From an optimization exercise on the open Yosys and OpenROAD flow, aimed at small area; shortcuts taken in it are not production practice.
In this exercise RTL edits were held to simulation tests only and were not proved equivalent to the original.
No activity file was given, so power comes from the tool's default toggle rates.

--- flow/run.sh ---
#!/bin/bash
# synth_recipe.tcl (not shown) runs the flow's synth.tcl, then flattens the netlist and writes it again
# the make line also repeats each setting of config.mk as NAME=value (left out here)
make -C /OpenROAD-flow-scripts/flow DESIGN_CONFIG=/design/flow/config.mk WORK_HOME=/design/flow/orfs CLKGATE_MAP_FILE= SYNTH_SCRIPT=/design/flow/synth_recipe.tcl finish
--- flow/config.mk ---
export PLATFORM = sky130hd
export DESIGN_NAME = issue_stage_top
export DESIGN_NICKNAME = issue_stage_top
export VERILOG_FILES = /design/flow/design.v
export SDC_FILE = /design/flow/constraint.sdc
export NUM_CORES = 4
export LEC_CHECK = 0
export CAP_MARGIN = 20
export CORE_MARGIN = 2
export CORE_UTILIZATION = 55
export CTS_BUF_LIST = sky130_fd_sc_hd__clkbuf_8
export PLACE_DENSITY = 0.65
export SETUP_SLACK_MARGIN = 0.2
export SLEW_MARGIN = 20
--- flow/design.v ---
`timescale 1ns/1ps
module fu_fifo #(
    parameter int unsigned W = (4 + 6 + 2 * 64)
)(
    input  logic          clk,
    input  logic          reset,
    input  logic          wr_i,
    input  logic [W-1:0]  pkt_i,
    output logic          full_o,
    input  logic          rd_en_i,
    output logic [W-1:0]  pkt_o,
    output logic          empty_o
);
    logic [W-1:0] mem [4];
    logic [3:0]   hp_q;
    logic [1:0]   tp_q;
    logic [2:0]   cnt_q;
    logic         rd;
    assign empty_o = (cnt_q == 3'd0);
    assign full_o  = cnt_q[2];
    assign rd      = rd_en_i && !empty_o;
    always_ff @(posedge clk or posedge reset) begin
        if (reset) begin
            hp_q  <= 4'b0001;
            tp_q  <= '0;
            cnt_q <= '0;
        end else begin
            if (rd)   hp_q <= {hp_q[2:0], hp_q[3]};
            if (wr_i) tp_q <= tp_q + 2'd1;
            case ({wr_i, rd})
                2'b10:   cnt_q <= cnt_q + 3'd1;
                2'b01:   cnt_q <= cnt_q - 3'd1;
                default: cnt_q <= cnt_q;
            endcase
        end
    end
    always_ff @(posedge clk) begin
        if (wr_i) mem[tp_q] <= pkt_i;
    end
    assign pkt_o = ({W{hp_q[0]}} & mem[0]) | ({W{hp_q[1]}} & mem[1])
                 | ({W{hp_q[2]}} & mem[2]) | ({W{hp_q[3]}} & mem[3]);
endmodule
`timescale 1ns/1ps
module fu_fifo_bank (
    input  logic                                 clk,
    input  logic                                 reset,
    input  logic [2*(4 + 6 + 2 * 64)-1:0]    issue_pkt_i,
    input  logic [6-1:0]                   fu_sel0_i,
    input  logic [6-1:0]                   fu_sel1_i,
    output logic [6-1:0]                   fu_full_o,
    input  logic [6-1:0]                   fu_rd_en_i,
    output logic [6*(4 + 6 + 2 * 64)-1:0]         fu_pkt_o,
    output logic [6-1:0]                   fu_empty_o
);
    localparam int PB = (4 + 6 + 2 * 64);
    localparam int LB = PB - 4;
    logic [PB-1:0] slot0, slot1;
    assign slot0 = issue_pkt_i[0 +: PB];
    assign slot1 = issue_pkt_i[PB +: PB];
    for (genvar u = 0; u < 3; u++) begin : g_alu
        logic [PB-1:0] wpkt;
        assign wpkt = ({PB{fu_sel0_i[u]}} & slot0) | ({PB{fu_sel1_i[u]}} & slot1);
        fu_fifo #(.W(PB)) i_fu_fifo (
            .clk     (clk),
            .reset   (reset),
            .wr_i    (fu_sel0_i[u] | fu_sel1_i[u]),
            .pkt_i   (wpkt),
            .full_o  (fu_full_o[u]),
            .rd_en_i (fu_rd_en_i[u]),
            .pkt_o   (fu_pkt_o[u*PB +: PB]),
            .empty_o (fu_empty_o[u])
        );
    end
    for (genvar u = 3; u < 5; u++) begin : g_fixed
        logic [LB-1:0] wpkt;
        assign wpkt = ({LB{fu_sel0_i[u]}} & slot0[LB-1:0]) | ({LB{fu_sel1_i[u]}} & slot1[LB-1:0]);
        fu_fifo #(.W(LB)) i_fu_fifo (
            .clk     (clk),
            .reset   (reset),
            .wr_i    (fu_sel0_i[u] | fu_sel1_i[u]),
            .pkt_i   (wpkt),
            .full_o  (fu_full_o[u]),
            .rd_en_i (fu_rd_en_i[u]),
            .pkt_o   (fu_pkt_o[u*PB +: LB]),
            .empty_o (fu_empty_o[u])
        );
        assign fu_pkt_o[u*PB + LB +: 4] = (u == 3) ? 4'd6 : 4'd7;
    end
    begin : g_br
        localparam int u = 5;
        logic [LB:0] wpkt, rpkt;
        assign wpkt = ({(LB+1){fu_sel0_i[u]}} & slot0[LB:0]) | ({(LB+1){fu_sel1_i[u]}} & slot1[LB:0]);
        fu_fifo #(.W(LB+1)) i_fu_fifo (
            .clk     (clk),
            .reset   (reset),
            .wr_i    (fu_sel0_i[u] | fu_sel1_i[u]),
            .pkt_i   (wpkt),
            .full_o  (fu_full_o[u]),
            .rd_en_i (fu_rd_en_i[u]),
            .pkt_o   (rpkt),
            .empty_o (fu_empty_o[u])
        );
        assign fu_pkt_o[u*PB +: PB] = {3'b100, rpkt};
    end
endmodule
`timescale 1ns/1ps
module issue_dispatch (
    input  logic                                 clk,
    input  logic                                 reset,
    input  logic [2-1:0]              issue_valid_i,
    input  logic [2*(4 + 6 + 2 * 64)-1:0]    issue_pkt_i,
    input  logic [6-1:0]                   fu_full_i,
    output logic [6-1:0]                   fu_sel0_o,
    output logic [6-1:0]                   fu_sel1_o,
    output logic                                 stall_o
);
    localparam logic [3:0] OP_MUL = 4'd6;
    localparam logic [3:0] OP_LD  = 4'd7;
    localparam logic [3:0] OP_BEQ = 4'd8;
    localparam logic [3:0] OP_BNE = 4'd9;
    localparam int ALU0    = 0;
    localparam int ALU1    = 1;
    localparam int ALU2    = 2;
    localparam int MUL0    = 3;
    localparam int LOAD0   = 4;
    localparam int BRANCH0 = 5;
    logic [6-1:0]            slot_cand  [2];
    logic [3:0]                    slot_op    [2];
    logic [2-1:0]       pending;
    logic [2-1:0]       accepted;
    logic [2-1:0]       done_q, done_d;
    logic [6-1:0]            free_ok;
    logic [6-1:0]            sel [2];
    logic [6-1:0]            taken;
    always_comb begin
        for (int s = 0; s < 2; s++) begin
            slot_op[s]   = issue_pkt_i[s*(4 + 6 + 2 * 64) + (4 + 6 + 2 * 64) - 4 +: 4];
            slot_cand[s] = '0;
            case (slot_op[s])
                OP_MUL:         slot_cand[s][MUL0]    = 1'b1;
                OP_LD:          slot_cand[s][LOAD0]   = 1'b1;
                OP_BEQ, OP_BNE: slot_cand[s][BRANCH0] = 1'b1;
                default: begin
                    slot_cand[s][ALU0] = 1'b1;
                    slot_cand[s][ALU1] = 1'b1;
                    slot_cand[s][ALU2] = 1'b1;
                end
            endcase
        end
    end
    assign pending = issue_valid_i & ~done_q;
    assign free_ok = ~fu_full_i;
    always_comb begin
        taken    = '0;
        accepted = '0;
        for (int s = 0; s < 2; s++) begin
            sel[s] = '0;
            for (int q = 0; q < 6; q++) begin
                if (pending[s] && !accepted[s] && slot_cand[s][q] &&
                    free_ok[q] && !taken[q]) begin
                    sel[s][q]   = 1'b1;
                    taken[q]    = 1'b1;
                    accepted[s] = 1'b1;
                end
            end
        end
    end
    assign fu_sel0_o = sel[0];
    assign fu_sel1_o = sel[1];
    assign stall_o = |(pending & ~accepted);
    assign done_d = stall_o ? (done_q | accepted) : '0;
    always_ff @(posedge clk or posedge reset) begin
        if (reset) begin
            done_q <= '0;
        end else begin
            done_q <= done_d;
        end
    end
endmodule
`timescale 1ns/1ps
module issue_stage_top (
    input  logic                                 clk,
    input  logic                                 reset,
    input  logic [2-1:0]              issue_valid_i,
    input  logic [2*(4 + 6 + 2 * 64)-1:0]    issue_pkt_i,
    output logic                                 stall_o,
    input  logic [6-1:0]                   fu_rd_en_i,
    output logic [6*(4 + 6 + 2 * 64)-1:0]         fu_pkt_o,
    output logic [6-1:0]                   fu_empty_o
);
    logic [6-1:0] fu_sel0, fu_sel1, fu_full;
    issue_dispatch i_issue_dispatch (
        .clk           (clk),
        .reset         (reset),
        .issue_valid_i (issue_valid_i),
        .issue_pkt_i   (issue_pkt_i),
        .fu_full_i     (fu_full),
        .fu_sel0_o     (fu_sel0),
        .fu_sel1_o     (fu_sel1),
        .stall_o       (stall_o)
    );
    fu_fifo_bank i_fu_fifo_bank (
        .clk         (clk),
        .reset       (reset),
        .issue_pkt_i (issue_pkt_i),
        .fu_sel0_i   (fu_sel0),
        .fu_sel1_i   (fu_sel1),
        .fu_full_o   (fu_full),
        .fu_rd_en_i  (fu_rd_en_i),
        .fu_pkt_o    (fu_pkt_o),
        .fu_empty_o  (fu_empty_o)
    );
endmodule
--- flow/constraint.sdc ---
create_clock -name core_clock -period 5.5 [get_ports {clk}]
set_input_delay 1.1000 -clock core_clock [delete_from_list [all_inputs] [get_ports {clk}]]
set_output_delay 1.1000 -clock core_clock [all_outputs]
set_load 0.01 [all_outputs]
==> flow_summary_export.csv, run 1 <==
group,metric,value,unit
timing,max_freq,192,MHz
layout,final_util,66.6,%
layout,syn_to_final_growth,20.0,%
critical_path,path_delay_family,"buffers and inverters",
route,wirelength,442000,µm
global_routing,grt_pass1_vias,79800,
timing,min_period,5200,ps
clock_network,hold_buffers,0,
floorplanning,ios,1121,
clock_network,clkTransAtPathRegs,50,ps
timing,period_share,94.6,%
timing,finalHoldViolCount,0,
route,wl_per_cell,36.4,µm
yosys,postSynthCellCount,7433,
power,p_comb_share,9.2,%
power,p_total,55.3,mW
clock_network,clockBufferDepth,4,
critical_path,required,4400,ps
worst_hold_path,min_to,"i_fu_fifo_bank.g_fixed[4].i_fu_fifo.cnt_q[0]",
floorplanning,coreArea,228000,µm²
timing,rsz0062_at_grt,"false",
floorplanning,dieHeight,483,µm
yosys,synthTopCellsByArea,"edfxtp_1, a22oi_1, a22o_1, nand2_1, clkbuf_1",
clock_network,insertion_delay,1080,ps
power,p_sw,13.7,mW
timing,skew,60.7,ps
clock_network,cts_root_buf,"clkbuf_8",
floorplanning,initial_core_util,55.5,%
place,gp_congestion,0.842,
critical_path,critPathKind,"primary input to output pin",
power,p_per_area,364,nW/µm²
yosys,netlist_area,126000,µm²
yosys,ys_types,58,
route,via_per_inst,6.79,
critical_path,path_cells,"clkdlybuf4s50_1, nor3b_4, o32ai_1, o31a_2, or3_1, o21bai_2, buf_4, clkdlybuf4s50_1",
clock_network,cts_made_buffers,555,
power,p_int,41.6,mW
flow_run,cap_viol_max_count,0,
yosys,yosys_warnings,7,
power,seq_power_share,56.0,%
timing,relSlewSlack,12.3,%
yosys,synth-edff-count,3268,
yosys,yosysMostFrequentCell,"edfxtp_1",
route,drtIter0Drc,10400,
route,drc,0,
layout,fin_cells,12200,
yosys,yosysTopAreaCell,"edfxtp_1",
global_routing,antenna_found_initial,16,
worst_hold_path,holdPathStages,1,
yosys,ys.flop_type,"edfxtp_1",
power,clkPwrFrac,34.9,%
critical_path,cpMostUsedCell,"clkdlybuf4s50_1",
clock_network,cts_tree,"yes",
critical_path,rr_worst_depth,6,
floorplanning,die_w,483,µm
critical_path,crit_arrival,4100,ps
layout,drive_gt1_share,10.4,%
clock_network,cts_num_sinks,3324,
timing,drv_slew,0,
clock_network,htree_levels,6,
route,dr.pass1.iters,8,
place,place_ws,101,ps
global_routing,grt_first_pass_wirelength,608000,µm
critical_path,crit_fanout,8,
clock_network,postCtsSetupBuffers,0,
timing,setup_viol_count_final,0,
critical_path,rr_startpoint,"i_fu_fifo_bank.g_alu[0].i_fu_fifo.cnt_q[2]",
timing,tns,0,ps
critical_path,cpMaxStageDelayCell,"clkdlybuf4s50_1",
status,status,"no timing/DRC/antenna violations",
global_routing,grtUsageTotal,36.9,%
timing,worstMarginPinSlew,1320,ps
route,vias,82500,
floorplanning,rows,175,
critical_path,cpPeakStageDelay,650,ps
yosys,synth_top_area_share,77.6,%
yosys,synth_seq_cells,3324,
layout,fillers,15600,
yosys,async_flop_share,1.68,%
critical_path,timing.critical_path.buf_inv,3,
worst_hold_path,hold_path_class,"flip-flop to flip-flop",
power,leakage,53.2,nW
critical_path,start_kind,"primary input",
floorplanning,die-area,234000,µm²
power,p_sw_share,24.7,%
yosys,seq_area_frac_synth,78.8,%
power,vdd_drop_max,249,µV
worst_hold_path,worstHoldStart,"i_fu_fifo_bank.g_fixed[4].i_fu_fifo.cnt_q[0]",
global_routing,grt_max_degree,136,
timing,layout_setup_ws,296,ps
critical_path,worstReg2RegEnd,"i_fu_fifo_bank.g_alu[2].i_fu_fifo.mem[1][98]",
layout,nets,9075,
yosys,synthTopCellsByCount,"edfxtp_1, a22oi_1, nand2_1",
critical_path,regToRegSetupSlack,1970,ps
place,placed_cells,11200,
place,dp_hpwl,278000,µm
critical_path,endpoint_kind,"output pin",
global_routing,grt.overflow.total,0,
route,ant_nets,0,
yosys,syn_avg_cell_area,17.0,µm²
place,io_buffers,1109,
[through the flow]
stage                     hold slack (ps)  instance area (µm²)
after global routing                  524               152000
after floorplan                       469               127000
final                                 503               152000
after detailed placement              492               142000
after global placement                483               142000
after CTS                             494               152000
[sequential cells by signal, indices dropped and copies added, names as in the netlist]
| signal | count |
|---|---|
| i_fu_fifo_bank.g_alu.i_fu_fifo.cnt_q | 9 |
| i_fu_fifo_bank.g_alu.i_fu_fifo.tp_q | 6 |
| i_fu_fifo_bank.g_br.i_fu_fifo.hp_q | 4 |
| i_fu_fifo_bank.g_alu.i_fu_fifo.mem | 1656 |
| i_fu_fifo_bank.g_br.i_fu_fifo.cnt_q | 3 |
| i_fu_fifo_bank.g_alu.i_fu_fifo.hp_q | 12 |
| i_fu_fifo_bank.g_fixed.i_fu_fifo.hp_q | 8 |
| i_fu_fifo_bank.g_fixed.i_fu_fifo.cnt_q | 6 |
| i_fu_fifo_bank.g_fixed.i_fu_fifo.mem | 1072 |
| i_fu_fifo_bank.g_br.i_fu_fifo.mem | 540 |
| i_fu_fifo_bank.g_fixed.i_fu_fifo.tp_q | 4 |
| i_issue_dispatch.done_q | 2 |
| i_fu_fifo_bank.g_br.i_fu_fifo.tp_q | 2 |
[cell families (layout without fill, tap and decap cells)]
kind of cell	count (synthesis)	count (layout)	synth area share [%]
other	2	29	0.00594
adder cells (fa/ha/maj)	38	38	0.408
buffers and inverters	619	2300	1.96
AO/OA/AOI/OAI	2476	2476	15.5
XOR/XNOR	23	23	0.159
flip-flops	3324	3324	78.8
multiplexers	33	33	0.289
AND/OR/NAND/NOR	918	918	2.92
[per-layer routing]
metal	up-vias	share of wire, %	GRT usage, %
met5	-	0.0045	0
met2	6021	46	56.8
met3	997	12	10.3
li1	33200	-	-
met4	4	6.0	19.3
met1	42200	35	48.3
[placed cells by master, fill, tap and decap left out, types with 6 or more instances in the layout]
master           synthesis  layout
buf_12                   0     101
a21oi_1                  6       6
clkinvlp_4               0      13
dfstp_4                  0       6
and2_4                   0      20
dfrtp_4                  0      18
nand2b_1                13      13
a22o_1                 816     816
clkdlybuf4s50_1          0    1108
xnor2_1                 15      15
clkinv_1                 0      97
ha_1                    30      30
nand2_1                826     826
edfxtp_1              3268    3268
inv_6                    0       8
inv_1                   42     240
a22oi_1               1635    1635
mux2_2                  27      27
diode_2                  0      18
xor2_1                   8       8
clkbuf_8                 0     577
nor2_1                   9       8
nor3_1                  10       8
fa_1                     6       6
buf_4                   29     121
conb_1                   2      11
clkinv_2                 0      27
dfrtp_1                 50      32
[power by group through the flow]
stage / logic, mW / registers [mW] / clock network [mW]
after floorplan: 2.61 / 31.4 / 0
after global placement: 4.82 / 31.4 / 0
after detailed placement: 4.98 / 31.4 / 0
after CTS: 4.99 / 30.9 / 19.4
after global routing: 5.28 / 31.1 / 20.5
final: 5.06 / 30.9 / 19.3
[timing repair]
action / in CTS / in global routing
gates cloned: 0 / 0
endpoints found under the setup margin: 1 / 1
resized for setup: 2 / 2
pin swaps: 0 / 0
[how the worst max path moves through the flow]
stage                startpoint                                     endpoint  cells after the start
2_1_floorplan  issue_pkt_i[136]  i_fu_fifo_bank.g_alu[2].i_fu_fifo.mem[1][0]                      7
3_3_place_gp   issue_pkt_i[137]                                      stall_o                      8
3_5_place_dp   issue_pkt_i[137]                                      stall_o                      8
4_1_cts        issue_pkt_i[136]                                      stall_o                      9
5_1_grt        issue_pkt_i[137]                                      stall_o                      8
6_report       issue_pkt_i[137]                                      stall_o                      8
[cell type report]
cell class	count	area, µm²	area share [%]
antenna	18	45.0	0.0297
clock buffer	577	7940	5.23
clock inverter	350	1550	1.02
inverter	42	158	0.104
multi-input combinational	3499	24600	16.2
sequential	3324	99600	65.7
tap	3009	3760	2.48
timing repair buffer	1331	14000	9.25
==> run 2: changes to the inputs <==
--- a/flow/config.mk
+++ b/flow/config.mk
@@ -9,6 +9,5 @@
 export CORE_MARGIN = 2
-export CORE_UTILIZATION = 55
-export CTS_BUF_LIST = sky130_fd_sc_hd__clkbuf_8
-export PLACE_DENSITY = 0.65
-export SETUP_SLACK_MARGIN = 0.2
+export CORE_UTILIZATION = 40
+export CTS_BUF_LIST = sky130_fd_sc_hd__clkbuf_4
+export CTS_CLUSTER_SIZE = 16
 export SLEW_MARGIN = 20
==> run 2 against run 1 <==
Net effect: now fails the layout checks on setup timing; setup slack worse by 300 ps; non-clock buffer count is 94 higher; cell count is 14% higher; first-iteration DRC count is 4.3% higher; wire length is 6.3% higher; via count is 2.5% higher; maximum frequency is 5.5% lower; worst hold slack worse by 140 ps; synthesized area stayed put; global-route usage is 8.7 points lower; largest cell class unchanged; largest power group unchanged.
==> flow_summary_export.csv, run 2 <==
group,metric,value,unit
yosys,synth_seq_cells,3324,
layout,final_util,49.3,%
yosys,seq_area_frac_synth,78.8,%
floorplanning,die-area,321000,µm²
layout,layout_commonest_cell,"edfxtp_1",
yosys,yosys_warnings,7,
timing,drv_slew,0,
critical_path,rr_startpoint,"i_issue_dispatch.done_q[1]",
timing,rsz0062_at_grt,"false",
timing,skew,104,ps
route,dr.pass1.iters,8,
place,place_ws,70.7,ps
yosys,yosysTopAreaCell,"edfxtp_1",
flow_run,cap_viol_max_count,0,
yosys,synthTopCellsByCount,"edfxtp_1, a22oi_1, nand2_1",
power,p_per_area,366,nW/µm²
critical_path,startpoint,"issue_pkt_i[137]",
floorplanning,coreArea,315000,µm²
route,wirelength,470000,µm
place,io_buffers,1109,
status,status,"finished with violations",
clock_network,insertion_delay,1590,ps
route,drtIter0Drc,10800,
floorplanning,ios,1121,
floorplanning,die_w,566,µm
status,so_faults,"setup timing",
layout,largest_register_ffs,1656,
timing,min_period,5510,ps
critical_path,worstSetupEndpoint,"stall_o",
route,vias,84500,
route,ant_nets,0,
yosys,synth_top_area_share,77.6,%
critical_path,start_kind,"primary input",
place,dpl_cell_area,144000,µm²
global_routing,grt_max_degree,93,
yosys,ys.flop_type,"edfxtp_1",
timing,layout_setup_ws,-7.67,ps
route,wl_per_cell,33.8,µm
floorplanning,initial_core_util,40.2,%
timing,setup_viol_count_final,1,
layout,layout_common_cells,"edfxtp_1, a22oi_1, clkbuf_4",
timing,hold_ws,362,ps
route,drc,0,
critical_path,crit_arrival,4410,ps
critical_path,regToRegSetupSlack,1730,ps
layout,syn_to_final_growth,22.8,%
timing,period_share,100,%
yosys,ys_types,58,
clock_network,cts_root_buf,"clkbuf_4",
yosys,postSynthCellCount,7433,
worst_hold_path,hold_path_class,"primary input to flip-flop",
layout,seq_area,99600,µm²
clock_network,cts_made_buffers,823,
layout,fillers,26300,
global_routing,grt.overflow.total,0,
layout,drive_gt1_share,17.5,%
layout,fin_area,155000,µm²
clock_network,cts_num_sinks,3324,
timing,worstMarginPinSlew,1120,ps
critical_path,critPathKind,"primary input to output pin",
critical_path,worstReg2RegEnd,"i_fu_fifo_bank.g_fixed[3].i_fu_fifo.mem[3][73]",
layout,nets,9437,
critical_path,crit_fanout,9,
place,dp_hpwl,303000,µm
critical_path,endpoint_kind,"output pin",
floorplanning,rows,206,
global_routing,grt_pass1_vias,82700,
yosys,synthTopCellsByArea,"edfxtp_1, a22oi_1, a22o_1, nand2_1, clkbuf_1",
clock_network,cts_tree,"yes",
global_routing,antenna_found_initial,28,
power,leakage,54.5,nW
layout,regMostFlops,"i_fu_fifo_bank.g_alu.i_fu_fifo.mem",
timing,max_freq,182,MHz
place,gp_congestion,0.824,
clock_network,clockBufferDepth,4,
critical_path,rr_worst_depth,7,
yosys,netlist_area,126000,µm²
timing,finalHoldViolCount,0,
critical_path,required,4400,ps
clock_network,clkTransAtPathRegs,70,ps
power,vdd_drop_max,194,µV
yosys,yosysMostFrequentCell,"edfxtp_1",
global_routing,grt_first_pass_wirelength,640000,µm
yosys,synth-edff-count,3268,
layout,multi_input_area,24600,µm²
clock_network,htree_levels,6,
yosys,syn_avg_cell_area,17.0,µm²
floorplanning,dieHeight,566,µm
timing,relSlewSlack,25.3,%
layout,reg_top3,"i_fu_fifo_bank.g_alu.i_fu_fifo.mem: 1656 flops, i_fu_fifo_bank.g_fixed.i_fu_fifo.mem: 1072 flops, i_fu_fifo_bank.g_br.i_fu_fifo.mem: 540 flops",
global_routing,grtUsageTotal,28.3,%
yosys,async_flop_share,1.68,%
route,via_per_inst,6.09,
run 2: cell types whose count changed in the layout (fill, tap and decap cells not counted), moves of 11 or more:
cell / delta
buf_4: +75
buf_12: +16
inv_1: -199
clkbuf_8: -577
clkinv_8: +16
clkbuf_4: +1202
inv_12: +14
clkinvlp_4: -11
clkinv_1: +39
run 2: repair_timing:
| action | CTS | global route |
|---|---|---|
| hold endpoints to repair | 18 | 0 |
| endpoints found under the setup margin | 2 | 2 |
| setup buffers | 1 | 4 |
| pin swaps | 1 | 2 |
| hold buffers | 1 | 0 |
| gates resized for setup | 4 | 2 |
run 2: where the power goes:
group	switching (mW)	total (mW)	internal [mW]
Sequential	0.512	30.9	30.4
Clock	10.2	20.6	10.4
Combinational	3.83	5.29	1.46
run 2: worst max-delay path, cell delays in order:
cell	delay, ps
clkdlybuf4s50_1	740
nor3b_2	690
o32ai_1	210
o31a_2	350
or3_1	380
o21bai_2	330
clkdlybuf4s50_1	610
run 2: layer usage:
layer	track usage, %	share of wire (%)
met1	36.7	37
met2	44.6	47
met3	7.63	12
met4	12.4	4.3
met5	0	0.016
run 2: worst min path at each step:
stage / slack (ps) / endpoint / from / depth (start not counted)
global placement: 480 / i_fu_fifo_bank.g_alu[0].i_fu_fifo.cnt_q[0] / i_fu_fifo_bank.g_alu[0].i_fu_fifo.cnt_q[0] / 1
finish: 360 / i_fu_fifo_bank.g_alu[1].i_fu_fifo.hp_q[1] / fu_rd_en_i[1] / 3
floorplan: 470 / i_fu_fifo_bank.g_fixed[3].i_fu_fifo.cnt_q[0] / i_fu_fifo_bank.g_fixed[3].i_fu_fifo.cnt_q[0] / 1
CTS: 170 / i_fu_fifo_bank.g_alu[1].i_fu_fifo.hp_q[3] / fu_rd_en_i[1] / 3
global route: 270 / i_fu_fifo_bank.g_alu[1].i_fu_fifo.hp_q[3] / fu_rd_en_i[1] / 3
detailed placement: 490 / i_fu_fifo_bank.g_alu[2].i_fu_fifo.cnt_q[0] / i_fu_fifo_bank.g_alu[2].i_fu_fifo.cnt_q[0] / 1
run 2: final cells by class:
| cell class | instances | share of cell area [%] |
|---|---|---|
| flip-flops and latches | 3324 | 64.2 |
| multi-input cells | 3499 | 15.9 |
| repair buffers | 1425 | 9.65 |
| clock buffers | 1202 | 5.82 |
| well taps | 4160 | 3.35 |
| clock inverters | 216 | 0.974 |
| inverters | 42 | 0.102 |
| diodes | 18 | 0.0290 |
run 2: per-stage QoR:
stage,TNS (ps),total power [mW],cells
4_1_cts,0,57.1,13900
3_3_place_gp,0,36.3,12400
6_report,-7.67,56.8,13900
5_1_grt,0,58.9,13900
2_1_floorplan,-320650,34.0,7442
3_5_place_dp,0,36.6,12400
run 2: logic make-up (layout without fill, tap and decap cells):
| kind of cell | after synthesis | after routing | share of synthesized area [%] |
|---|---|---|---|
| AO/OA/AOI/OAI | 2476 | 2476 | 15.5 |
| XOR/XNOR | 23 | 23 | 0.159 |
| adder cells (fa/ha/maj) | 38 | 38 | 0.408 |
| buffers and inverters | 619 | 2885 | 1.96 |
| flip-flops | 3324 | 3324 | 78.8 |
| multiplexers | 33 | 33 | 0.289 |
| other | 2 | 29 | 0.00594 |
| AND/OR/NAND/NOR | 918 | 918 | 2.92 |
==> run 3: changes to the inputs <==
--- a/flow/design.v
+++ b/flow/design.v
@@ -13,7 +13,7 @@
 );
-    logic [W-1:0] mem [4];
-    logic [3:0]   hp_q;
-    logic [1:0]   tp_q;
+    logic [W-1:0] ent_q [4];
     logic [2:0]   cnt_q;
     logic         rd;
+    logic [2:0]   wpos;
+    logic [3:0]   wr_e, sh_e, keep_e;
     assign empty_o = (cnt_q == 3'd0);
@@ -21,10 +21,12 @@
     assign rd      = rd_en_i && !empty_o;
+    assign wpos    = cnt_q - {2'b0, rd};
+    for (genvar i = 0; i < 4; i++) begin : g_sel
+        assign wr_e[i]   = wr_i && (wpos == 3'(i));
+        assign sh_e[i]   = rd && !wr_e[i];
+        assign keep_e[i] = !rd && !wr_e[i];
+    end
     always_ff @(posedge clk or posedge reset) begin
         if (reset) begin
-            hp_q  <= 4'b0001;
-            tp_q  <= '0;
             cnt_q <= '0;
         end else begin
-            if (rd)   hp_q <= {hp_q[2:0], hp_q[3]};
-            if (wr_i) tp_q <= tp_q + 2'd1;
             case ({wr_i, rd})
@@ -37,6 +39,10 @@
     always_ff @(posedge clk) begin
-        if (wr_i) mem[tp_q] <= pkt_i;
-    end
-    assign pkt_o = ({W{hp_q[0]}} & mem[0]) | ({W{hp_q[1]}} & mem[1])
-                 | ({W{hp_q[2]}} & mem[2]) | ({W{hp_q[3]}} & mem[3]);
+        for (int i = 0; i < 3; i++) begin
+            ent_q[i] <= ({W{keep_e[i]}} & ent_q[i])
+                      | ({W{sh_e[i]}}   & ent_q[i+1])
+                      | ({W{wr_e[i]}}   & pkt_i);
+        end
+        ent_q[3] <= ({W{keep_e[3]}} & ent_q[3]) | ({W{wr_e[3]}} & pkt_i);
+    end
+    assign pkt_o = ent_q[0];
 endmodule
==> flow/flow/run.sh (new file) <==
#!/bin/bash
# Own layout flow: the standard ORFS flow with three changes:
#  - synthesis is synth_recipe.tcl with only the ABC mapping script swapped
#    for an area-oriented one (flow/area.script); registers are untouched
#  - port buffers use the smallest buffer cell
#  - clock tree built from small clock buffers, without dummy loads
# Every tool's output goes to a log file in this folder.
set -euo pipefail
W=$PWD
F=$W/flow

# Synthesis script: the standard flow's, sourcing ORFS's synth.tcl with the abc call
# pointed at our script
sed "s#log_cmd abc {\*}\$abc_args#set abc_args [lreplace \$abc_args 1 1 $F/area.script]\n  log_cmd abc {*}\$abc_args#" \
    "$FLOW_HOME/scripts/synth.tcl" > "$W/own_synth_core.tcl"
grep -q "area.script" "$W/own_synth_core.tcl"
sed "s#\$::env(SCRIPTS_DIR)/synth.tcl#$W/own_synth_core.tcl#" "$W/synth_recipe.tcl" > "$W/own_synth.tcl"
grep -q "own_synth_core.tcl" "$W/own_synth.tcl"

ARGS=(
  "SYNTH_SCRIPT=$W/own_synth.tcl"
  "BUFFER_PORTS_ARGS=-buffer_cell sky130_fd_sc_hd__buf_1"
)
if [[ -f $F/cts_args ]]; then
  ARGS+=("CTS_ARGS=$(cat $F/cts_args)")
fi

bash "$W/standard.sh" "${ARGS[@]}" finish > "$W/own_flow_make.log" 2>&1
==> flow/flow/area.script (new file) <==
strash
dch -f
&get -n
&dch -f
&nf -p -R 1000
&put
topo
stime -c
==> flow/flow/cts_args (new file) <==
-sink_clustering_enable -repair_clock_nets -dont_use_dummy_load -buf_list {sky130_fd_sc_hd__clkbuf_16} -sink_clustering_size 24 -sink_clustering_max_diameter 80
==> flow/standard.sh (new file) <==
#!/bin/bash
# synth_recipe.tcl (not shown) runs the flow's synth.tcl, then flattens the netlist and writes it again
# the make line also repeats each setting of config.mk as NAME=value (left out here)
make -C /OpenROAD-flow-scripts/flow DESIGN_CONFIG=/design/flow/config.mk WORK_HOME=/design/flow/orfs CLKGATE_MAP_FILE= SYNTH_SCRIPT=/design/flow/synth_recipe.tcl "${@:-finish}"
==> flow/config.mk (replaced) <==
export PLATFORM = sky130hd
export DESIGN_NAME = issue_stage_top
export DESIGN_NICKNAME = issue_stage_top
export VERILOG_FILES = /design/flow/design.v
export SDC_FILE = /design/flow/constraint.sdc
export NUM_CORES = 4
export LEC_CHECK = 0
export CAP_MARGIN = 5
export CORE_MARGIN = 2
export CORE_UTILIZATION = 50
export GPL_TIMING_DRIVEN = 0
export PLACE_DENSITY = 0.62
export SLEW_MARGIN = 5
removed: flow/run.sh
==> run 3 against run 2 <==
Net effect: synthesized area fell by 12%; largest power group unchanged; register-to-register slack got worse by 1500 ps; cell count rose by 13%; count of clock-buffer cells in the layout fell by 1041; first-iteration DRC count rose by 44%; via count rose by 32%; flip-flop and latch count fell by 36; wire length rose by 14%; synthesized cell count rose by 47%; clock skew fell by 41 ps; the layout still fails its checks (setup timing).
==> flow_summary_export.csv, run 3 <==
group,metric,value,unit
place,io_buffers,1109,
layout,nets,13000,
layout,fillers,18800,
timing,hold_ws,285,ps
yosys,yosysMostFrequentCell,"o21ai_0",
floorplanning,die_w,476,µm
power,p_per_area,466,nW/µm²
timing,setup_viol_count_final,1,
floorplanning,ios,1121,
critical_path,endpoint_kind,"output pin",
timing,min_period,5630,ps
floorplanning,initial_core_util,50.2,%
yosys,netlist_area,112000,µm²
route,drtIter0Drc,15600,
timing,skew,63.5,ps
floorplanning,dieHeight,476,µm
yosys,synthXorXnorAreaFrac,0.188,%
yosys,yosysTopAreaCell,"dfxtp_1",
layout,layout_commonest_cell,"o21ai_0",
floorplanning,rows,173,
critical_path,crit_arrival,4530,ps
layout,largest_register_ffs,1656,
layout,drive_gt1_share,5.78,%
route,vias,111000,
critical_path,required,4400,ps
global_routing,grt.overflow.total,0,
yosys,synth.area.mux_share,0,%
clock_network,cts_num_sinks,3288,
timing,rsz0062_at_grt,"true",
yosys,synth_compound_area_share,36.8,%
worst_hold_path,hold_path_class,"primary input to asynchronous set/reset pin",
layout,reg_top3,"i_fu_fifo_bank.g_alu.i_fu_fifo.ent_q: 1656 flops, i_fu_fifo_bank.g_fixed.i_fu_fifo.ent_q: 1072 flops, i_fu_fifo_bank.g_br.i_fu_fifo.ent_q: 540 flops",
route,drc,0,
route,wirelength,534000,µm
clock_network,clkTransAtPathRegs,100,ps
layout,fin_area,133000,µm²
global_routing,grtUsageTotal,44.7,%
route,wl_per_cell,34.1,µm
critical_path,crit_fanout,41,
timing,worstMarginPinSlew,1150,ps
global_routing,grt_pass1_vias,105000,
status,so_faults,"setup timing",
place,dp_hpwl,361000,µm
timing,layout_setup_ws,-134,ps
clock_network,htree_levels,4,
yosys,synthTopCellsByCount,"o21ai_0, a22oi_1, dfxtp_1",
place,dpl_cell_area,129000,µm²
yosys,synth_top_area_share,58.7,%
yosys,syn_avg_cell_area,10.2,µm²
yosys,seq_area_frac_synth,59.1,%
clock_network,cts_root_buf,"clkbuf_16",
route,via_per_inst,7.12,
yosys,synth-edff-count,0,
layout,layout_common_cells,"o21ai_0, a22oi_1, dfxtp_1",
timing,relSlewSlack,23.7,%
yosys,synth_top_family_by_area,"compound AO/OA/AOI/OAI gates",
yosys,synthAdderAreaFrac,0.310,%
yosys,synth-simple-area-share,3.42,%
timing,finalHoldViolCount,0,
clock_network,clockBufferDepth,3,
timing,period_share,102,%
floorplanning,die-area,227000,µm²
timing,max_freq,178,MHz
clock_network,hold_buffers,0,
yosys,synthTopCellsByArea,"dfxtp_1, a22oi_1, o21ai_0, nand2_1, dfrtp_1",
critical_path,start_kind,"primary input",
power,leakage,42.3,nW
timing,drv_slew,0,
global_routing,grt_max_degree,59,
critical_path,critPathKind,"primary input to output pin",
flow_run,cap_viol_max_count,0,
layout,syn_to_final_growth,19.4,%
yosys,postSynthCellCount,10900,
critical_path,regToRegSetupSlack,200,ps
floorplanning,coreArea,222000,µm²
yosys,synth_seq_cells,3288,
status,status,"finished with violations",
route,ant_nets,0,
power,p_total,62.1,mW
clock_network,insertion_delay,880,ps
layout,regMostFlops,"i_fu_fifo_bank.g_alu.i_fu_fifo.ent_q",
power,vdd_drop_max,658,µV
clock_network,cts_made_buffers,161,
yosys,async_flop_share,0.608,%
clock_network,cts_tree,"yes",
layout,final_util,60.0,%
global_routing,grt_first_pass_wirelength,754000,µm
yosys,yosys_warnings,10,
yosys,ys_types,30,
route,dr.pass1.iters,6,
global_routing,antenna_found_initial,29,
yosys,ys.flop_type,"dfxtp_1",
place,gp_congestion,0.843,
[run 3: cell types whose count changed after synthesis, moves of 30 or more]
cell      change
dfxtp_1    +3268
buf_1        -72
inv_1        -42
dfrtp_1      -30
edfxtp_1   -3268
clkbuf_1    -446
a22o_1      -816
o21ai_0    +3269
a22oi_1    +1633
[run 3: layer usage]
metal / GRT usage (%) / wire [µm] / vias up
met4: 32.1 / 45200 / 14
met3: 16.0 / 75600 / 2126
met2: 66.4 / 225000 / 8465
met1: 53.5 / 188000 / 54300
li1: - / - / 46500
met5: 0.210 / 92 / -
[run 3: per-stage QoR]
| step | setup slack, ps | cells | setup TNS (ps) |
|---|---|---|---|
| detailed placement | -1390 | 15400 | -740550 |
| finish | -134 | 15600 | -134 |
| CTS | 0.0169 | 15600 | 0 |
| global placement | -60440 | 15000 | - |
| global route | -219 | 15600 | -219 |
| floorplan | -7660 | 10900 | - |
[run 3: area by class of cell]
| cell class | count | area [µm²] | area share, % |
|---|---|---|---|
| tap | 2975 | 3720 | 2.79 |
| timing repair buffer | 1573 | 13200 | 9.91 |
| antenna | 17 | 42.5 | 0.0319 |
| inverter | 25 | 93.8 | 0.0704 |
| buffer | 17 | 128 | 0.0958 |
| sequential | 3288 | 65900 | 49.5 |
| clock buffer | 161 | 4030 | 3.02 |
| multi-input combinational | 7578 | 46100 | 34.6 |
[run 3: logic make-up after synthesis]
group	count (synthesis)
other	2
adder cells (fa/ha/maj)	24
AO/OA/AOI/OAI	6559
XOR/XNOR	24
flip-flops	3288
AND/OR/NAND/NOR	957
buffers and inverters	42
[run 3: timing repair]
item	CTS	global route
buffers inserted	5	0
pin swaps	4	1
resized for setup	13	6
setup endpoints to repair	354	84
cloned	3	0
hold endpoints to repair	0	0
[run 3: worst max-delay path, stage by stage]
cell and delay [ps]:
buf_1 300, nand3b_1 240, nand3_4 210, and2_4 210, a2111o_1 380, nor2_4 170, and2_4 190, buf_16 250
nor3_1 150, and2_4 260, buf_16 240, nor4_2 360, nand2_1 130, nand2_1 90, buf_1 220
[run 3: path summary, 6_finish.rpt]
| check | cells past startpoint | startpoint | to |
|---|---|---|---|
| max | 15 | issue_pkt_i[137] | stall_o |
| min in group core_clock | 2 | i_fu_fifo_bank.g_alu[2].i_fu_fifo.ent_q[3][56] | i_fu_fifo_bank.g_alu[2].i_fu_fifo.ent_q[3][56] |
| max reg2reg | 13 | i_fu_fifo_bank.g_alu[0].i_fu_fifo.cnt_q[2] | i_fu_fifo_bank.g_alu[0].i_fu_fifo.ent_q[1][90] |
| min reg2reg | 2 | i_fu_fifo_bank.g_alu[2].i_fu_fifo.ent_q[3][56] | i_fu_fifo_bank.g_alu[2].i_fu_fifo.ent_q[3][56] |
| min | 2 | reset | i_fu_fifo_bank.g_alu[0].i_fu_fifo.cnt_q[2] |
| max in group asynchronous | 2 | reset | i_fu_fifo_bank.g_fixed[3].i_fu_fifo.cnt_q[2] |
[run 3: power by group]
group / internal (mW) / total, mW / switching [mW]
clock: 5.24 / 12.9 / 7.65
combinational: 5.74 / 21.2 / 15.5
sequential: 26.5 / 28.0 / 1.56
total: 37.4 / 62.1 / 24.7
==> run 4: changes to the inputs <==
--- a/flow/config.mk
+++ b/flow/config.mk
@@ -7,7 +7,6 @@
 export LEC_CHECK = 0
-export CAP_MARGIN = 5
+export CAP_MARGIN = 20
 export CORE_MARGIN = 2
 export CORE_UTILIZATION = 50
-export GPL_TIMING_DRIVEN = 0
 export PLACE_DENSITY = 0.62
-export SLEW_MARGIN = 5
+export SLEW_MARGIN = 20
==> run 4 against run 3 <==
Net effect: sequential share of layout area rose by 2.3 points; wire length down 5.1%; die area stayed put; first-iteration DRC count decreased by 11%; cell count decreased by 1.6%; the run now finishes clean; critical path depth unchanged; power shrank 5.1%; sequential power hardly changed; core utilization fell by 2.7 points; flip-flop and latch count is the same.
==> flow_summary_export.csv, run 4 <==
group,metric,value,unit
layout,layout_common_cells,"o21ai_0, a22oi_1, dfxtp_1",
layout,fillers,19500,
layout,seq_area,65900,µm²
global_routing,grt_max_degree,139,
route,vias,108000,
yosys,synthTopCellsByCount,"o21ai_0, a22oi_1, dfxtp_1",
timing,rsz0062_at_grt,"false",
clock_network,cts_tree,"yes",
timing,relSlewSlack,19.4,%
clock_network,postCtsSetupBuffers,0,
worst_hold_path,hold_path_class,"primary input to asynchronous set/reset pin",
yosys,seq_area_frac_synth,59.1,%
clock_network,htree_levels,4,
timing,worstMarginPinSlew,1210,ps
timing,drv_slew,0,
timing,skew,54.3,ps
yosys,syn_avg_cell_area,10.2,µm²
global_routing,grt.overflow.total,0,
route,via_per_inst,7.02,
timing,tns,0,ps
layout,largest_register_ffs,1656,
timing,max_freq,192,MHz
yosys,synth-edff-count,0,
critical_path,critPathKind,"primary input to output pin",
floorplanning,ios,1121,
yosys,netlist_area,112000,µm²
floorplanning,die_w,476,µm
clock_network,clockBufferDepth,3,
clock_network,clkTransAtPathRegs,90,ps
power,p_per_area,463,nW/µm²
critical_path,regToRegSetupSlack,800,ps
clock_network,cts_made_buffers,160,
floorplanning,coreArea,222000,µm²
route,drtIter0Drc,13800,
route,ant_nets,0,
power,p_total,58.9,mW
timing,finalHoldViolCount,0,
critical_path,rr_startpoint,"i_fu_fifo_bank.g_alu[2].i_fu_fifo.cnt_q[2]",
clock_network,cts_num_sinks,3288,
place,dp_hpwl,305000,µm
clock_network,insertion_delay,860,ps
yosys,synth_seq_cells,3288,
route,wl_per_cell,32.9,µm
clock_network,cts_root_buf,"clkbuf_16",
status,status,"no timing/DRC/antenna violations",
power,vdd_drop_max,496,µV
timing,min_period,5200,ps
layout,drive_gt1_share,3.85,%
timing,period_share,94.5,%
yosys,ys.flop_type,"dfxtp_1",
critical_path,crit_fanout,4,
critical_path,required,4400,ps
route,drc,0,
critical_path,endpoint_kind,"output pin",
route,dr.pass1.iters,7,
critical_path,crit_arrival,4100,ps
layout,syn_to_final_growth,14.0,%
yosys,yosys_warnings,10,
floorplanning,initial_core_util,50.2,%
route,wirelength,506000,µm
global_routing,antenna_found_initial,20,
clock_network,hold_buffers,0,
yosys,async_flop_share,0.608,%
layout,layout_commonest_cell,"o21ai_0",
critical_path,worstReg2RegEnd,"i_fu_fifo_bank.g_alu[2].i_fu_fifo.ent_q[1][31]",
floorplanning,rows,173,
global_routing,grt_pass1_vias,103000,
global_routing,grt_first_pass_wirelength,722000,µm
yosys,postSynthCellCount,10900,
yosys,synthTopCellsByArea,"dfxtp_1, a22oi_1, o21ai_0, nand2_1, dfrtp_1",
clock_network,cts-resized-gates,0,
timing,setup_viol_count_final,0,
layout,multi_input_area,46000,µm²
place,io_buffers,1109,
yosys,yosysTopAreaCell,"dfxtp_1",
power,leakage,39.5,nW
yosys,synth_top_area_share,58.7,%
critical_path,rr_worst_depth,11,
layout,regMostFlops,"i_fu_fifo_bank.g_alu.i_fu_fifo.ent_q",
floorplanning,dieHeight,476,µm
yosys,yosysMostFrequentCell,"o21ai_0",
place,gp_congestion,0.899,
layout,nets,12700,
flow_run,cap_viol_max_count,0,
critical_path,start_kind,"primary input",
yosys,ys_types,30,
global_routing,grtUsageTotal,42.4,%
layout,reg_top3,"i_fu_fifo_bank.g_alu.i_fu_fifo.ent_q: 1656 flops, i_fu_fifo_bank.g_fixed.i_fu_fifo.ent_q: 1072 flops, i_fu_fifo_bank.g_br.i_fu_fifo.ent_q: 540 flops",
floorplanning,die-area,227000,µm²
## run 4: cell counts after synthesis
No cell type changed its count.
## run 4: logic make-up (layout without fill, tap and decap cells)
logic type | after synthesis | after routing | share of synthesized area [%]
and+or+nand+nor | 957 | 957 | 3.42
AOI/OAI and AO/OA | 6559 | 6559 | 36.8
adders and majority gates | 24 | 24 | 0.310
DFF | 3288 | 3288 | 59.1
other | 2 | 21 | 0.00673
xor gates and xnor gates | 24 | 24 | 0.188
buffers and inverters | 42 | 1539 | 0.199
## run 4: final cells by class
class	instances	area share, %
flip-flops and latches	3288	51.8
multi-input cells	7575	36.2
repair buffers	1354	5.83
clock buffers	160	3.15
well taps	2975	2.93
inverters	25	0.0738
diodes	10	0.0197
## run 4: worst max-delay path by stage
stage	startpoint	end	slack, ps	cells after the start
after floorplan	issue_pkt_i[137]	stall_o	-7660	6
after global placement	issue_pkt_i[274]	stall_o	230	15
after detailed placement	issue_pkt_i[274]	stall_o	350	15
after CTS	issue_pkt_i[274]	stall_o	330	15
after global routing	issue_pkt_i[274]	stall_o	150	15
final	issue_pkt_i[274]	stall_o	300	15
## run 4: worst max-delay path: stages
cell	delay, ps
buf_1	100
buf_4	150
nor2b_1	140
a2111oi_0	570
buf_4	200
and2_4	130
a2111o_1	140
nor2_1	60
and2_4	180
or4_1	460
nor4_1	310
buf_4	170
nand2_1	60
nand2_1	130
buf_1	180
## run 4: per-stage QoR
stage | cell area, µm² | setup slack [ps] | utilization [%] | cells | hold WS (ps)
after floorplan | 112000 | -7660 | - | 10900 | 425
after global placement | 123000 | 233 | 55.4 | 15200 | 433
after detailed placement | 123000 | 350 | 55.4 | 15200 | 442
after CTS | 127000 | 328 | 57.2 | 15400 | 313
after global routing | 127000 | 152 | 57.3 | 15400 | 137
final | 127000 | 301 | 57.3 | 15400 | 137
## run 4: layer usage
metal / track usage [%] / share of wire, %
met5: 0.672 / 0.046
met4: 29.0 / 7.8
met3: 13.2 / 13
met2: 64.4 / 43
met1: 51.3 / 36
## run 4: power breakdown
| group | internal, mW | total [mW] | leakage, nW | switching [mW] |
|---|---|---|---|---|
| Sequential | 26.5 | 28.2 | 26.6 | 1.70 |
| Combinational | 3.88 | 18.0 | 10.9 | 14.1 |
| Clock | 5.21 | 12.8 | 1.97 | 7.60 |
==> run 5: changes to the inputs <==
==> flow/flow/cts_args (replaced) <==
-sink_clustering_enable -repair_clock_nets -dont_use_dummy_load -buf_list {sky130_fd_sc_hd__clkbuf_16} -sink_clustering_size 28 -sink_clustering_max_diameter 60
--- a/flow/config.mk
+++ b/flow/config.mk
@@ -9,4 +9,4 @@
 export CORE_MARGIN = 2
-export CORE_UTILIZATION = 50
-export PLACE_DENSITY = 0.62
+export CORE_UTILIZATION = 62
+export PLACE_DENSITY = 0.72
 export SLEW_MARGIN = 20
==> run 5 against run 4 <==
Net effect: clock power increased by 5%; largest power group unchanged; cell count decreased by 4.1%; first-iteration DRC count increased by 31%; critical path depth unchanged; wire length decreased by 0.60%; sequential power about the same; maximum frequency increased by 2.6%; sequential share of layout area increased by 0.29 points; synthesized area unchanged.
==> flow_summary_export.csv, run 5 <==
group,metric,value,unit
yosys,seq_area_frac_synth,59.1,%
critical_path,path_delay_family,"simple AND/OR/NAND/NOR gates",
yosys,yosysMostFrequentCell,"o21ai_0",
clock_network,cts_made_buffers,177,
critical_path,critPathKind,"primary input to output pin",
layout,largest_register_ffs,1656,
place,place_ws,572,ps
critical_path,cpMostUsedCell,"nand2_1",
worst_hold_path,hold_path_class,"primary input to asynchronous set/reset pin",
floorplanning,rows,155,
layout,layout_commonest_cell,"o21ai_0",
layout,fillers,13900,
yosys,async_flop_share,0.608,%
floorplanning,initial_core_util,62.5,%
power,leakage,39.5,nW
route,wl_per_cell,34.1,µm
layout,nets,12700,
yosys,synth_top_area_share,58.7,%
timing,min_period,5070,ps
place,placed_cells,14600,
floorplanning,dieHeight,428,µm
place,dp_hpwl,287000,µm
layout,drive_gt1_share,3.72,%
route,vias,112000,
yosys,postSynthCellCount,10900,
critical_path,start_kind,"primary input",
yosys,synthTopCellsByArea,"dfxtp_1, a22oi_1, o21ai_0, nand2_1, dfrtp_1",
timing,tns,0,ps
critical_path,required,4400,ps
flow_run,cap_viol_max_count,0,
critical_path,crit_arrival,3970,ps
timing,hold_ws,263,ps
route,via_per_inst,7.60,
timing,worstMarginPinSlew,1300,ps
power,p_total,59.8,mW
yosys,ys.flop_type,"dfxtp_1",
timing,setup_viol_count_final,0,
clock_network,clockBufferDepth,3,
clock_network,cts_root_buf,"clkbuf_16",
yosys,synth_seq_cells,3288,
timing,rsz0062_at_grt,"false",
timing,max_freq,197,MHz
critical_path,timing.critical_path.buf_inv,4,
critical_path,path_cells,"buf_1, nor2_1, nand2_1, clkinv_1, a2111oi_0, and2_4, a2111o_1, nor2_1, and2_4, or4_1, nor4_1, buf_4, nand2_1, nand2_1, buf_1",
layout,multi_input_area,46000,µm²
timing,drv_slew,0,
route,ant_nets,0,
floorplanning,ios,1121,
status,status,"no timing/DRC/antenna violations",
timing,relSlewSlack,13.5,%
route,dr.pass1.iters,7,
layout,layout_common_cells,"o21ai_0, a22oi_1, dfxtp_1",
layout,reg_top3,"i_fu_fifo_bank.g_alu.i_fu_fifo.ent_q: 1656 flops, i_fu_fifo_bank.g_fixed.i_fu_fifo.ent_q: 1072 flops, i_fu_fifo_bank.g_br.i_fu_fifo.ent_q: 540 flops",
clock_network,htree_levels,4,
power,p_per_area,473,nW/µm²
timing,finalHoldViolCount,0,
yosys,yosys_warnings,10,
place,gp_congestion,0.924,
timing,skew,85.3,ps
layout,fin_cells,14700,
global_routing,grtUsageTotal,52.3,%
critical_path,crit_fanout,5,
global_routing,grt_first_pass_wirelength,718000,µm
yosys,ys_types,30,
power,vdd_drop_max,1890,µV
layout,seq_area,65900,µm²
global_routing,antenna_found_initial,20,
yosys,yosysTopAreaCell,"dfxtp_1",
critical_path,endpoint_kind,"output pin",
clock_network,cts_num_sinks,3288,
yosys,synthTopCellsByCount,"o21ai_0, a22oi_1, dfxtp_1",
critical_path,cpMaxStageDelayCell,"a2111oi_0",
critical_path,cpPeakStageDelay,590,ps
layout,final_util,70.8,%
route,drc,0,
layout,syn_to_final_growth,13.4,%
clock_network,postCtsSetupBuffers,0,
clock_network,hold_buffers,0,
clock_network,clkTransAtPathRegs,100,ps
place,dpl_cell_area,122000,µm²
clock_network,cts-resized-gates,0,
clock_network,insertion_delay,920,ps
route,wirelength,503000,µm
yosys,syn_avg_cell_area,10.2,µm²
global_routing,grt_max_degree,139,
timing,period_share,92.1,%
yosys,netlist_area,112000,µm²
floorplanning,coreArea,179000,µm²
floorplanning,die_w,428,µm
layout,regMostFlops,"i_fu_fifo_bank.g_alu.i_fu_fifo.ent_q",
route,drtIter0Drc,18200,
global_routing,grt.overflow.total,0,
layout,fin_area,126000,µm²
timing,layout_setup_ws,434,ps
floorplanning,die-area,183000,µm²
clock_network,cts_tree,"yes",
place,io_buffers,1109,
yosys,synth-edff-count,0,
global_routing,grt_pass1_vias,107000,
-- run 5: worst reg2reg max path: cells and delay by family (launching register included) --
family / cells / cell delay (ps)
AND/OR/NAND/NOR: 3 / 850
AO/OA/AOI/OAI: 1 / 260
buffers and inverters: 4 / 2000
adder cells (fa/ha/maj): 2 / 820
flip-flops: 1 / 630
-- run 5: worst paths after layout --
kind | startpoint | to | slack [ps] | depth (start not counted)
max | issue_pkt_i[274] | stall_o | 430 | 15
min in group core_clock | i_fu_fifo_bank.g_alu[2].i_fu_fifo.ent_q[3][96] | i_fu_fifo_bank.g_alu[2].i_fu_fifo.ent_q[3][96] | 450 | 2
min | reset | i_fu_fifo_bank.g_br.i_fu_fifo.cnt_q[1] | 260 | 2
max reg2reg | i_fu_fifo_bank.g_fixed[3].i_fu_fifo.cnt_q[2] | i_fu_fifo_bank.g_fixed[3].i_fu_fifo.ent_q[2][64] | 820 | 10
min reg2reg | i_fu_fifo_bank.g_alu[2].i_fu_fifo.ent_q[3][96] | i_fu_fifo_bank.g_alu[2].i_fu_fifo.ent_q[3][96] | 450 | 2
max in group asynchronous | reset | i_fu_fifo_bank.g_alu[2].i_fu_fifo.cnt_q[1] | 4770 | 2
-- run 5: layer usage --
metal / track usage, % / routed length, µm / vias up
li1: - / - / 45900
met2: 75.1 / 206000 / 9979
met5: 0.781 / 234 / -
met1: 60.7 / 163000 / 53400
met3: 20.1 / 80500 / 2751
met4: 46.1 / 53700 / 20
-- run 5: logic make-up (layout without fill, tap and decap cells) --
kind of cell | count (synthesis) | count (layout) | share of synthesized area [%]
buffers and inverters | 42 | 1521 | 0.199
adders and majority gates | 24 | 24 | 0.310
other | 2 | 21 | 0.00673
AOI/OAI and AO/OA | 6559 | 6559 | 36.8
DFF | 3288 | 3288 | 59.1
xor gates and xnor gates | 24 | 24 | 0.188
and+or+nand+nor | 957 | 957 | 3.42
-- run 5: power by group --
| part | internal [mW] | switching (mW) |
|---|---|---|
| sequential | 26.5 | 1.70 |
| clock | 5.72 | 7.65 |
| combinational | 3.76 | 14.6 |
-- run 5: area by class of cell --
cell class              count  area share [%]
clock buffers             177            3.50
inverters                  25          0.0742
flip-flops and latches   3288            52.1
well taps                2355            2.33
diodes                     10          0.0198
repair buffers           1319            5.58
multi-input cells        7575            36.4
==> run 6: changes to the inputs <==
==> flow/flow/cts_args (replaced) <==
-sink_clustering_enable -repair_clock_nets -dont_use_dummy_load -buf_list {sky130_fd_sc_hd__clkbuf_16} -sink_clustering_size 26 -sink_clustering_max_diameter 90
--- a/flow/config.mk
+++ b/flow/config.mk
@@ -7,6 +7,6 @@
 export LEC_CHECK = 0
-export CAP_MARGIN = 20
+export CAP_MARGIN = 10
 export CORE_MARGIN = 2
-export CORE_UTILIZATION = 62
-export PLACE_DENSITY = 0.72
-export SLEW_MARGIN = 20
+export CORE_UTILIZATION = 50
+export PLACE_DENSITY = 0.62
+export SLEW_MARGIN = 10
==> run 6 against run 5 <==
Net effect: largest cell class unchanged; synthesized cell count is the same; design area is 0.26% higher; die area is 24% higher; non-clock buffer count up 33; core utilization fell by 14 points; setup slack worse by 120 ps; power decreased by 2.3%; clock power shrank 8%.
==> flow_summary_export.csv, run 6 <==
group,metric,value,unit
floorplanning,dieHeight,476,µm
timing,layout_setup_ws,316,ps
clock_network,clockBufferDepth,3,
clock_network,cts_num_sinks,3288,
yosys,synthTopCellsByArea,"dfxtp_1, a22oi_1, o21ai_0, nand2_1, dfrtp_1",
timing,relSlewSlack,12.1,%
critical_path,critPathKind,"primary input to output pin",
critical_path,start_kind,"primary input",
yosys,async_flop_share,0.608,%
floorplanning,die_w,476,µm
route,vias,108000,
clock_network,htree_levels,4,
global_routing,grt.overflow.total,0,
yosys,synth_seq_cells,3288,
place,placed_cells,15200,
yosys,synth_top_area_share,58.7,%
yosys,ys_types,30,
power,vdd_drop_max,503,µV
timing,min_period,5180,ps
clock_network,clkTransAtPathRegs,100,ps
place,dp_hpwl,305000,µm
place,place_ws,350,ps
global_routing,grt_max_degree,139,
timing,setup_viol_count_final,0,
flow_run,cap_viol_max_count,0,
layout,layout_common_cells,"o21ai_0, a22oi_1, dfxtp_1",
route,drtIter0Drc,14200,
layout,regMostFlops,"i_fu_fifo_bank.g_alu.i_fu_fifo.ent_q",
critical_path,crit_fanout,4,
layout,largest_register_ffs,1656,
place,gp_congestion,0.899,
clock_network,cts_tree,"yes",
floorplanning,initial_core_util,50.2,%
timing,drv_slew,0,
critical_path,rr_startpoint,"i_fu_fifo_bank.g_alu[2].i_fu_fifo.cnt_q[2]",
critical_path,required,4400,ps
power,p_total,58.4,mW
yosys,yosysMostFrequentCell,"o21ai_0",
clock_network,cts-resized-gates,0,
yosys,netlist_area,112000,µm²
layout,nets,12700,
yosys,synth-edff-count,0,
clock_network,postCtsSetupBuffers,0,
worst_hold_path,hold_path_class,"primary input to asynchronous set/reset pin",
layout,multi_input_area,46000,µm²
yosys,synthTopCellsByCount,"o21ai_0, a22oi_1, dfxtp_1",
route,drc,0,
critical_path,cpMaxStageDelayCell,"a2111oi_0",
timing,rsz0062_at_grt,"false",
floorplanning,rows,173,
critical_path,path_cells,"buf_1, buf_4, nor2b_1, a2111oi_0, buf_4, and2_4, a2111o_1, nor2_1, and2_4, or4_1, nor4_1, buf_4, nand2_1, nand2_1, buf_1",
timing,tns,0,ps
layout,fin_area,127000,µm²
layout,reg_top3,"i_fu_fifo_bank.g_alu.i_fu_fifo.ent_q: 1656 flops, i_fu_fifo_bank.g_fixed.i_fu_fifo.ent_q: 1072 flops, i_fu_fifo_bank.g_br.i_fu_fifo.ent_q: 540 flops",
route,via_per_inst,7.02,
yosys,postSynthCellCount,10900,
yosys,syn_avg_cell_area,10.2,µm²
global_routing,grt_pass1_vias,103000,
critical_path,rr_worst_depth,11,
critical_path,crit_arrival,4080,ps
timing,skew,61.2,ps
route,wl_per_cell,33.0,µm
yosys,yosys_warnings,10,
clock_network,cts_root_buf,"clkbuf_16",
critical_path,endpoint_kind,"output pin",
yosys,ys.flop_type,"dfxtp_1",
global_routing,grt_first_pass_wirelength,723000,µm
timing,worstMarginPinSlew,1320,ps
layout,fin_cells,15400,
route,wirelength,507000,µm
route,ant_nets,0,
floorplanning,ios,1121,
critical_path,worstReg2RegEnd,"i_fu_fifo_bank.g_alu[2].i_fu_fifo.ent_q[1][31]",
yosys,yosysTopAreaCell,"dfxtp_1",
global_routing,grtUsageTotal,42.4,%
place,io_buffers,1109,
critical_path,regToRegSetupSlack,770,ps
layout,seq_area,65900,µm²
clock_network,insertion_delay,850,ps
clock_network,hold_buffers,0,
power,p_per_area,461,nW/µm²
timing,hold_ws,323,ps
timing,finalHoldViolCount,0,
global_routing,antenna_found_initial,23,
timing,period_share,94.2,%
floorplanning,coreArea,222000,µm²
layout,layout_commonest_cell,"o21ai_0",
critical_path,cpMostUsedCell,"buf_4",
floorplanning,die-area,227000,µm²
critical_path,cpPeakStageDelay,570,ps
layout,final_util,57.1,%
layout,drive_gt1_share,3.74,%
clock_network,cts_made_buffers,147,
layout,fillers,19600,
route,dr.pass1.iters,9,
power,leakage,39.3,nW
timing,max_freq,193,MHz
yosys,seq_area_frac_synth,59.1,%
status,status,"no timing/DRC/antenna violations",
layout,syn_to_final_growth,13.7,%
place,dpl_cell_area,123000,µm²
==> run 6: worst max path at each step <==
stage | from | to | slack (ps) | cells past startpoint
final | issue_pkt_i[274] | stall_o | 320 | 15
after global routing | issue_pkt_i[274] | stall_o | 150 | 15
after CTS | issue_pkt_i[274] | stall_o | 330 | 15
after detailed placement | issue_pkt_i[274] | stall_o | 350 | 15
after global placement | issue_pkt_i[274] | stall_o | 230 | 15
after floorplan | issue_pkt_i[137] | stall_o | -7660 | 6
==> run 6: report_power, final <==
group | internal (mW) | total [mW] | switching, mW
registers | 26.5 | 28.2 | 1.69
logic | 3.87 | 18.0 | 14.1
clock network | 4.82 | 12.3 | 7.51
==> run 6: layer usage <==
| metal | up-vias | part of all wire, % | global-route usage (%) |
|---|---|---|---|
| met2 | 7386 | 43 | 64.5 |
| met3 | 1665 | 13 | 13.0 |
| met5 | - | 0.035 | 0.441 |
| li1 | 45900 | - | - |
| met1 | 53000 | 36 | 51.7 |
| met4 | 8 | 7.7 | 28.3 |
==> run 6: final cells by class <==
class | count | area share, %
antenna | 7 | 0.0138
clock buffer | 147 | 2.90
inverter | 25 | 0.0740
multi-input combinational | 7575 | 36.3
sequential | 3288 | 52.0
tap | 2975 | 2.94
timing repair buffer | 1352 | 5.81
==> run 6: kinds of logic (layout without fill, tap and decap cells) <==
family                   after synthesis  count (layout)  share of synthesized area (%)
flip-flops                          3288            3288                           59.1
XOR/XNOR                              24              24                          0.188
buffers and inverters                 42            1524                          0.199
adder cells (fa/ha/maj)               24              24                          0.310
AND/OR/NAND/NOR                      957             957                           3.42
AO/OA/AOI/OAI                       6559            6559                           36.8
other                                  2              18                        0.00673
==> run 6: critical path: cells and delay by family <==
kind	cells	cell delay (ps)
buffers and inverters	5	800
AND/OR/NAND/NOR	8	1470
AO/OA/AOI/OAI	2	710
==> run 7: changes to the inputs <==
--- a/flow/design.v
+++ b/flow/design.v
@@ -40,5 +40,5 @@
         for (int i = 0; i < 3; i++) begin
-            ent_q[i] <= ({W{keep_e[i]}} & ent_q[i])
-                      | ({W{sh_e[i]}}   & ent_q[i+1])
-                      | ({W{wr_e[i]}}   & pkt_i);
+            ent_q[i] <= (ent_q[i]   | {W{!keep_e[i]}})
+                      & (ent_q[i+1] | {W{!sh_e[i]}})
+                      & (pkt_i      | {W{!wr_e[i]}});
         end
@@ -67,3 +67,3 @@
         logic [PB-1:0] wpkt;
-        assign wpkt = ({PB{fu_sel0_i[u]}} & slot0) | ({PB{fu_sel1_i[u]}} & slot1);
+        assign wpkt = (slot0 | {PB{!fu_sel0_i[u]}}) & (slot1 | {PB{!fu_sel1_i[u]}});
         fu_fifo #(.W(PB)) i_fu_fifo (
@@ -81,3 +81,3 @@
         logic [LB-1:0] wpkt;
-        assign wpkt = ({LB{fu_sel0_i[u]}} & slot0[LB-1:0]) | ({LB{fu_sel1_i[u]}} & slot1[LB-1:0]);
+        assign wpkt = (slot0[LB-1:0] | {LB{!fu_sel0_i[u]}}) & (slot1[LB-1:0] | {LB{!fu_sel1_i[u]}});
         fu_fifo #(.W(LB)) i_fu_fifo (
@@ -97,3 +97,3 @@
         logic [LB:0] wpkt, rpkt;
-        assign wpkt = ({(LB+1){fu_sel0_i[u]}} & slot0[LB:0]) | ({(LB+1){fu_sel1_i[u]}} & slot1[LB:0]);
+        assign wpkt = (slot0[LB:0] | {(LB+1){!fu_sel0_i[u]}}) & (slot1[LB:0] | {(LB+1){!fu_sel1_i[u]}});
         fu_fifo #(.W(LB+1)) i_fu_fifo (
==> run 7 against run 6 <==
Net effect: clock skew is 8.9 ps lower; count of clock-buffer cells in the layout is 1 lower; wire length is 2.7% lower; via count is 1.2% higher; core utilization is 0.72 points higher; sequential power is 46% higher; design area is 2.1% lower.
==> flow_summary_export.csv, run 7 <==
group,metric,value,unit
critical_path,critPathKind,"primary input to output pin",
timing,rsz0062_at_grt,"false",
clock_network,cts-resized-gates,0,
route,ant_nets,0,
layout,largest_register_ffs,1656,
place,gp_congestion,0.889,
critical_path,crit_arrival,3450,ps
critical_path,regToRegSetupSlack,1040,ps
yosys,synth_seq_cells,3288,
timing,tns,0,ps
clock_network,cts_num_sinks,3288,
timing,worstMarginPinSlew,1190,ps
power,p_int,50.4,mW
clock_network,clkTransAtPathRegs,80,ps
route,vias,109000,
power,p_per_area,692,nW/µm²
yosys,syn_avg_cell_area,9.87,µm²
critical_path,rr_worst_depth,12,
route,drtIter0Drc,13800,
power,seq_power_share,47.8,%
critical_path,start_kind,"primary input",
clock_network,insertion_delay,860,ps
power,p_sw_share,41.3,%
timing,skew,52.4,ps
place,place_ws,915,ps
clock_network,hold_buffers,0,
layout,regMostFlops,"i_fu_fifo_bank.g_alu.i_fu_fifo.ent_q",
clock_network,htree_levels,4,
worst_hold_path,hold_path_class,"primary input to asynchronous set/reset pin",
timing,setup_viol_count_final,0,
timing,drv_slew,0,
timing,hold_ws,312,ps
flow_run,cap_viol_max_count,0,
global_routing,grtUsageTotal,42.4,%
clock_network,cts_root_buf,"clkbuf_16",
yosys,async_flop_share,0.608,%
timing,layout_setup_ws,947,ps
critical_path,endpoint_kind,"output pin",
global_routing,grt_first_pass_wirelength,710000,µm
floorplanning,initial_core_util,50.4,%
global_routing,antenna_found_initial,5,
yosys,yosys_warnings,10,
power,clkPwrFrac,14.3,%
global_routing,grt.overflow.total,0,
floorplanning,rows,170,
place,io_buffers,1109,
layout,reg_top3,"i_fu_fifo_bank.g_alu.i_fu_fifo.ent_q: 1656 flops, i_fu_fifo_bank.g_fixed.i_fu_fifo.ent_q: 1072 flops, i_fu_fifo_bank.g_br.i_fu_fifo.ent_q: 540 flops",
route,wl_per_cell,32.1,µm
yosys,synth-edff-count,0,
timing,relSlewSlack,20.3,%
power,p_comb_share,37.9,%
clock_network,clockBufferDepth,3,
power,p_sw,35.5,mW
yosys,netlist_area,108000,µm²
floorplanning,die_w,469,µm
global_routing,grt_max_degree,139,
timing,period_share,82.8,%
layout,layout_commonest_cell,"dfxtp_1",
status,status,"no timing/DRC/antenna violations",
power,vdd_drop_max,517,µV
yosys,yosysTopAreaCell,"dfxtp_1",
yosys,seq_area_frac_synth,60.9,%
yosys,yosysMostFrequentCell,"dfxtp_1",
critical_path,worstReg2RegEnd,"i_fu_fifo_bank.g_fixed[4].i_fu_fifo.ent_q[0][130]",
layout,final_util,57.8,%
yosys,ys_types,33,
timing,finalHoldViolCount,0,
place,placed_cells,15200,
timing,min_period,4550,ps
yosys,synthTopCellsByCount,"dfxtp_1, o22ai_1, a21oi_1",
route,drc,0,
[run 7: layout make-up]
cell class	instances	area, µm²
antenna	3	7.51
clock buffer	146	3650
fill	18800	90600
inverter	20	75.1
multi-input combinational	7650	42800
sequential	3288	65900
tap	2838	3550
timing repair buffer	1407	8200
[run 7: logic make-up (layout without fill, tap and decap cells)]
kind of cell,after synthesis,after routing,share of synthesized area (%)
and+or+nand+nor,1244,1244,4.58
other,2,14,0.00694
buffers and inverters,37,1573,0.187
xor gates and xnor gates,24,24,0.194
DFF,3288,3288,60.9
AOI/OAI and AO/OA,6347,6347,33.8
adders and majority gates,24,24,0.319
[run 7: per-stage QoR]
step	total power [mW]	cell area, µm²
2_1_floorplan	57.7	109000
3_3_place_gp	71.3	121000
3_5_place_dp	72.7	121000
4_1_cts	84.6	124000
5_1_grt	89.5	124000
6_report	86.0	124000
[run 7: worst max path at each step]
stage,start,to,slack [ps],cells after the start
global route,i_issue_dispatch.done_q[0],stall_o,850,12
global placement,issue_pkt_i[137],stall_o,1010,13
CTS,i_issue_dispatch.done_q[0],stall_o,960,12
detailed placement,issue_pkt_i[273],i_fu_fifo_bank.g_alu[2].i_fu_fifo.ent_q[2][117],920,14
finish,issue_pkt_i[137],stall_o,950,13
floorplan,issue_pkt_i[274],i_fu_fifo_bank.g_alu[2].i_fu_fifo.ent_q[1][137],-2060,13
[run 7: worst max-delay path: stages]
cell and delay, ps:
buf_1 190, nand3b_1 240, and3b_1 310, nand2b_4 200, nand2_4 70, nor2_4 150
a211oi_2 130, nand2_4 140, nand4_1 100, nor4bb_1 440, nand2_1 140, nand2_1 90
buf_1 150
[run 7: routing by layer]
| layer | up-vias | share of wire [%] | track usage (%) |
|---|---|---|---|
| li1 | 46400 | - | - |
| met1 | 53400 | 36 | 51.4 |
| met2 | 7745 | 43 | 64.1 |
| met3 | 1781 | 13 | 12.3 |
| met4 | 2 | 8.6 | 31.4 |
| met5 | - | 0.0026 | 0.0865 |
[run 7: power by group through the flow]
stage / clock network (mW) / logic (mW) / registers (mW)
after floorplan: 0 / 16.8 / 40.9
after global placement: 0 / 30.4 / 40.8
after detailed placement: 0 / 31.4 / 41.3
after CTS: 12.3 / 31.5 / 40.8
after global routing: 13.1 / 34.5 / 42.0
final: 12.3 / 32.6 / 41.1

Re-timed with assumed drivers on the ports (clkbuf_16 on the clock, buf_2 on other inputs), run 7 has 0.866 ns of setup slack against 0.947 ns with ideal ports, and 0.840 ns once port delays also move by the mid clock arrival of 0.935 ns.
